What follows belongs to an exercise in optimizing a design on an open flow for small area and a short achievable clock period; a production flow would make more cautious choices. RTL that was checked went through simulation tests only; none was proved equivalent to the original. Power and IR drop assume default switching activity.

## peak_search_top
module peak_search_top (
   input  wire                      clk,
   input  wire                      i_rst_n,
   input  wire                      i_s_valid,
   output wire                      o_s_ready,
   input  wire sample_pkg::sample_t i_s_i,
   input  wire sample_pkg::sample_t i_s_q,
   input  wire                      i_psel,
   input  wire                      i_penable,
   input  wire                      i_pwrite,
   input  wire logic [8-1:0]  i_paddr,
   input  wire apb_regs_pkg::apb_data_t i_pwdata,
   output wire apb_regs_pkg::apb_data_t o_prdata,
   output wire                      o_pready,
   output wire                      o_pslverr,
   output wire                      o_irq
);
   logic       enable;
   sample_pkg::frame_len_t frame_len;
   logic       res_valid;
   sample_pkg::power_t     peak_power;
   sample_pkg::index_t     peak_index;
   logic       res_busy;
   logic       busy;
   logic       pwr_valid;
   logic       pwr_ready;
   logic [10:0] pwr_xi;
   logic        pwr_si;
   logic [10:0] pwr_xq;
   logic        pwr_sq;
   iq_power power0 (
      .clk     (clk),
      .i_rst_n (i_rst_n),
      .i_valid (i_s_valid),
      .o_ready (o_s_ready),
      .i_i     (i_s_i),
      .i_q     (i_s_q),
      .o_pwr_valid (pwr_valid),
      .i_pwr_ready (pwr_ready),
      .o_xi    (pwr_xi),
      .o_si    (pwr_si),
      .o_xq    (pwr_xq),
      .o_sq    (pwr_sq)
   );
   frame_arg_max search0 (
      .clk           (clk),
      .i_rst_n       (i_rst_n),
      .i_enable      (enable),
      .i_frame_len   (frame_len),
      .i_pwr_valid   (pwr_valid),
      .o_pwr_ready   (pwr_ready),
      .i_xi          (pwr_xi),
      .i_si          (pwr_si),
      .i_xq          (pwr_xq),
      .i_sq          (pwr_sq),
      .o_res_valid   (res_valid),
      .o_peak_power  (peak_power),
      .o_peak_index  (peak_index),
      .i_res_busy    (res_busy),
      .o_busy        (busy)
   );
   peak_apb_regs regs0 (
      .clk           (clk),
      .i_rst_n       (i_rst_n),
      .i_psel        (i_psel),
      .i_penable     (i_penable),
  ...
For scale: roughly 180 flip-flops.
==> module frame_arg_max, before the edit <==
module frame_arg_max (
   input  wire                     clk,
   input  wire                     i_rst_n,
   input  wire                     i_enable,
   input  wire sample_pkg::frame_len_t i_frame_len,
   input  wire                     i_pwr_valid,
   output logic                    o_pwr_ready,
   input  wire [10:0]              i_xi,
   input  wire                     i_si,
   input  wire [10:0]              i_xq,
   input  wire                     i_sq,
   output logic                    o_res_valid,
   output sample_pkg::power_t      o_peak_power,
   output sample_pkg::index_t      o_peak_index,
   input  wire                     i_res_busy,
   output logic                    o_busy
);
   logic                   hold_q;
   logic                   hold_d;
   logic                   infr_q;      
   logic                   infr_d;
   logic                   res_d;
   sample_pkg::index_t     cnt_q;
   sample_pkg::index_t     cnt_inc;
   sample_pkg::index_t     len_q;
   sample_pkg::index_t     cur_len;
   logic                   first;
   logic                   take;
   logic                   last;
   logic                   lag_v_q;
   logic                   lag_first_q;
   sample_pkg::index_t     lag_idx_q;
   logic [12:0]            r0, r1, r2;
   logic [12:0]            lag_r0_q, lag_r1_q, lag_r2_q;
   sample_pkg::power_t     lag_pwr;
   logic [14:0]            gt_sum;
   logic                   gt;
   sample_pkg::power_t     max_q;
   sample_pkg::index_t     idx_q;
   sample_pkg::power_t     max_d;
   sample_pkg::index_t     idx_d;
   logic                   upd;
   assign o_pwr_ready = i_enable & ~hold_q;
   assign take        = i_pwr_valid & o_pwr_ready;
   assign first   = ~infr_q;
   assign cnt_inc = cnt_q + 1'b1;
   assign cur_len = first ? i_frame_len[10-1:0] : len_q;
   assign last    = (cnt_inc == cur_len);
   always_comb begin
      hold_d = hold_q;
      infr_d = infr_q;
      res_d  = 1'b0;
      if (hold_q) begin
         if (!i_res_busy) begin
            hold_d = 1'b0;
            res_d  = 1'b1;
         end
      end else if (take) begin
         infr_d = ~last;
         if (last) begin
            if (i_res_busy || o_res_valid) begin
               hold_d = 1'b1;
            end else begin
               res_d  = 1'b1;
            end
         end
      end
   end
   always_ff @(posedge clk) begin
      if (!i_rst_n) begin
         hold_q      <= 1'b0;
         infr_q      <= 1'b0;
         o_busy      <= 1'b0;
         cnt_q       <= '0;
         o_res_valid <= 1'b0;
         lag_v_q     <= 1'b0;
      end else begin
         hold_q      <= hold_d;
         infr_q      <= infr_d;
         o_busy      <= hold_d | infr_d;
         o_res_valid <= res_d;
         lag_v_q     <= take;
         if (take) begin
            cnt_q <= last ? '0 : cnt_inc;
         end
      end
   end
   always_ff @(posedge clk) begin
      if (take && first) begin
         len_q <= i_frame_len[10-1:0];
      end
   end
   iq_pwr_tree tree0 (
      .i_xi (i_xi),
      .i_si (i_si),
      .i_xq (i_xq),
      .i_sq (i_sq),
      .o_r0 (r0),
      .o_r1 (r1),
      .o_r2 (r2)
   );
   always_ff @(posedge clk) begin
      lag_r0_q    <= r0;
      lag_r1_q    <= r1;
      lag_r2_q    <= r2;
      lag_idx_q   <= cnt_q;
      lag_first_q <= first;
   end
   assign lag_pwr = lag_r0_q + lag_r1_q + lag_r2_q;
   assign gt_sum  = {2'b00, lag_r0_q} + {2'b00, lag_r1_q} + {2'b00, lag_r2_q} + {2'b00, ~max_q};
   assign gt      = gt_sum[13];
   assign upd   = lag_v_q & (lag_first_q | gt);
   assign max_d = upd ? lag_pwr : max_q;
   assign idx_d = upd ? lag_idx_q : idx_q;
   always_ff @(posedge clk) begin
      max_q <= max_d;
      idx_q <= idx_d;
   end
   assign o_peak_power = max_d;
   assign o_peak_index = idx_d;
endmodule
export LEC_CHECK = 0
export CAP_MARGIN = 20
export CORE_MARGIN = 2
export CORE_UTILIZATION = 40
export SLEW_MARGIN = 20
create_clock -name core_clock -period 7.5 [get_ports {clk}]
run.sh (not shown) runs the stock make flow with config.mk's settings and CLKGATE_MAP_FILE= SYNTH_SCRIPT=/design/flow/synth_recipe.tcl, a recipe that flattens the netlist after the stock synthesis.
Edit:
--- a/flow/design.v
+++ b/flow/design.v
@@ -410,9 +410,10 @@
    sample_pkg::index_t     lag_idx_q;
    logic [12:0]            r0, r1, r2;
    logic [12:0]            lag_r0_q, lag_r1_q, lag_r2_q;
    sample_pkg::power_t     lag_pwr;
-   logic [14:0]            gt_sum;
+   logic [12:0]            s1, c1, nm;
+   logic [13:0]            s2, c2, gt_sum;
    logic                   gt;
    sample_pkg::power_t     max_q;
    sample_pkg::index_t     idx_q;
    sample_pkg::power_t     max_d;
@@ -483,11 +484,17 @@
       lag_r2_q    <= r2;
       lag_idx_q   <= cnt_q;
       lag_first_q <= first;
    end
-   assign lag_pwr = lag_r0_q + lag_r1_q + lag_r2_q;
-   assign gt_sum  = {2'b00, lag_r0_q} + {2'b00, lag_r1_q} + {2'b00, lag_r2_q} + {2'b00, ~max_q};
-   assign gt      = gt_sum[13];
+   assign s1 = lag_r0_q ^ lag_r1_q ^ lag_r2_q;
+   assign c1 = {(lag_r0_q[11:0] & lag_r1_q[11:0]) | (lag_r0_q[11:0] & lag_r2_q[11:0]) |
+                (lag_r1_q[11:0] & lag_r2_q[11:0]), 1'b0};
+   assign lag_pwr = s1 + c1;
+   assign nm = ~max_q;
+   assign s2 = {1'b0, s1 ^ c1 ^ nm};
+   assign c2 = {(s1 & c1) | (s1 & nm) | (c1 & nm), 1'b0};
+   assign gt_sum = s2 + c2;
+   assign gt     = gt_sum[13];
    assign upd   = lag_v_q & (lag_first_q | gt);
    assign max_d = upd ? lag_pwr : max_q;
    assign idx_d = upd ? lag_idx_q : idx_q;
    always_ff @(posedge clk) begin
The new run produced a clean layout.
Design area fell by about 5%.
Sequential share of layout area went up by 1.6 points.
Worst setup slack gets better by 1.5 ns.
Cell count shrinks by 8.3%.
Non-clock buffer count does not change.
Global-route usage went up by 0.22 points.
Total power decreases by 7.1%.
Sequential power barely changes.
Synthesized area fell by about 5%.
Register-to-register slack improved by 1.8 ns.
Hold slack degrades by 0.0087 ns.
For the first run of this note, only the layout was checked, not whether the RTL still works.

## port drivers added, routing unchanged
In the flow no input, the clock included, has a driving cell. The finished layouts below were timed again as built, in two steps.
Step 1 sets driving cells, clkbuf_16 on the clock port and buf_2 on the other inputs (assumed; they add their load-dependent delay and slew).
Step 2, shift: input delay + t, output delay - t, t = (earliest + latest rising clock arrival at the registers) / 2. This alone moves slack from input paths to output paths.
a / b / c = no drivers / after step 1 / after step 2; a / b = the first two.
run | t (ns) | setup slack, ns | worst hold slack (ns) | cell pins on the clock port's net
the first run | 0.477 | 2.317 / 2.317 / 2.317 | 0.427 / 0.427 / 0.427 | 1
the second run | 0.470 | 3.861 / 3.818 / 3.894 | 0.419 / 0.419 / 0.419 | 1
After both steps setup and hold are still met in every run listed.
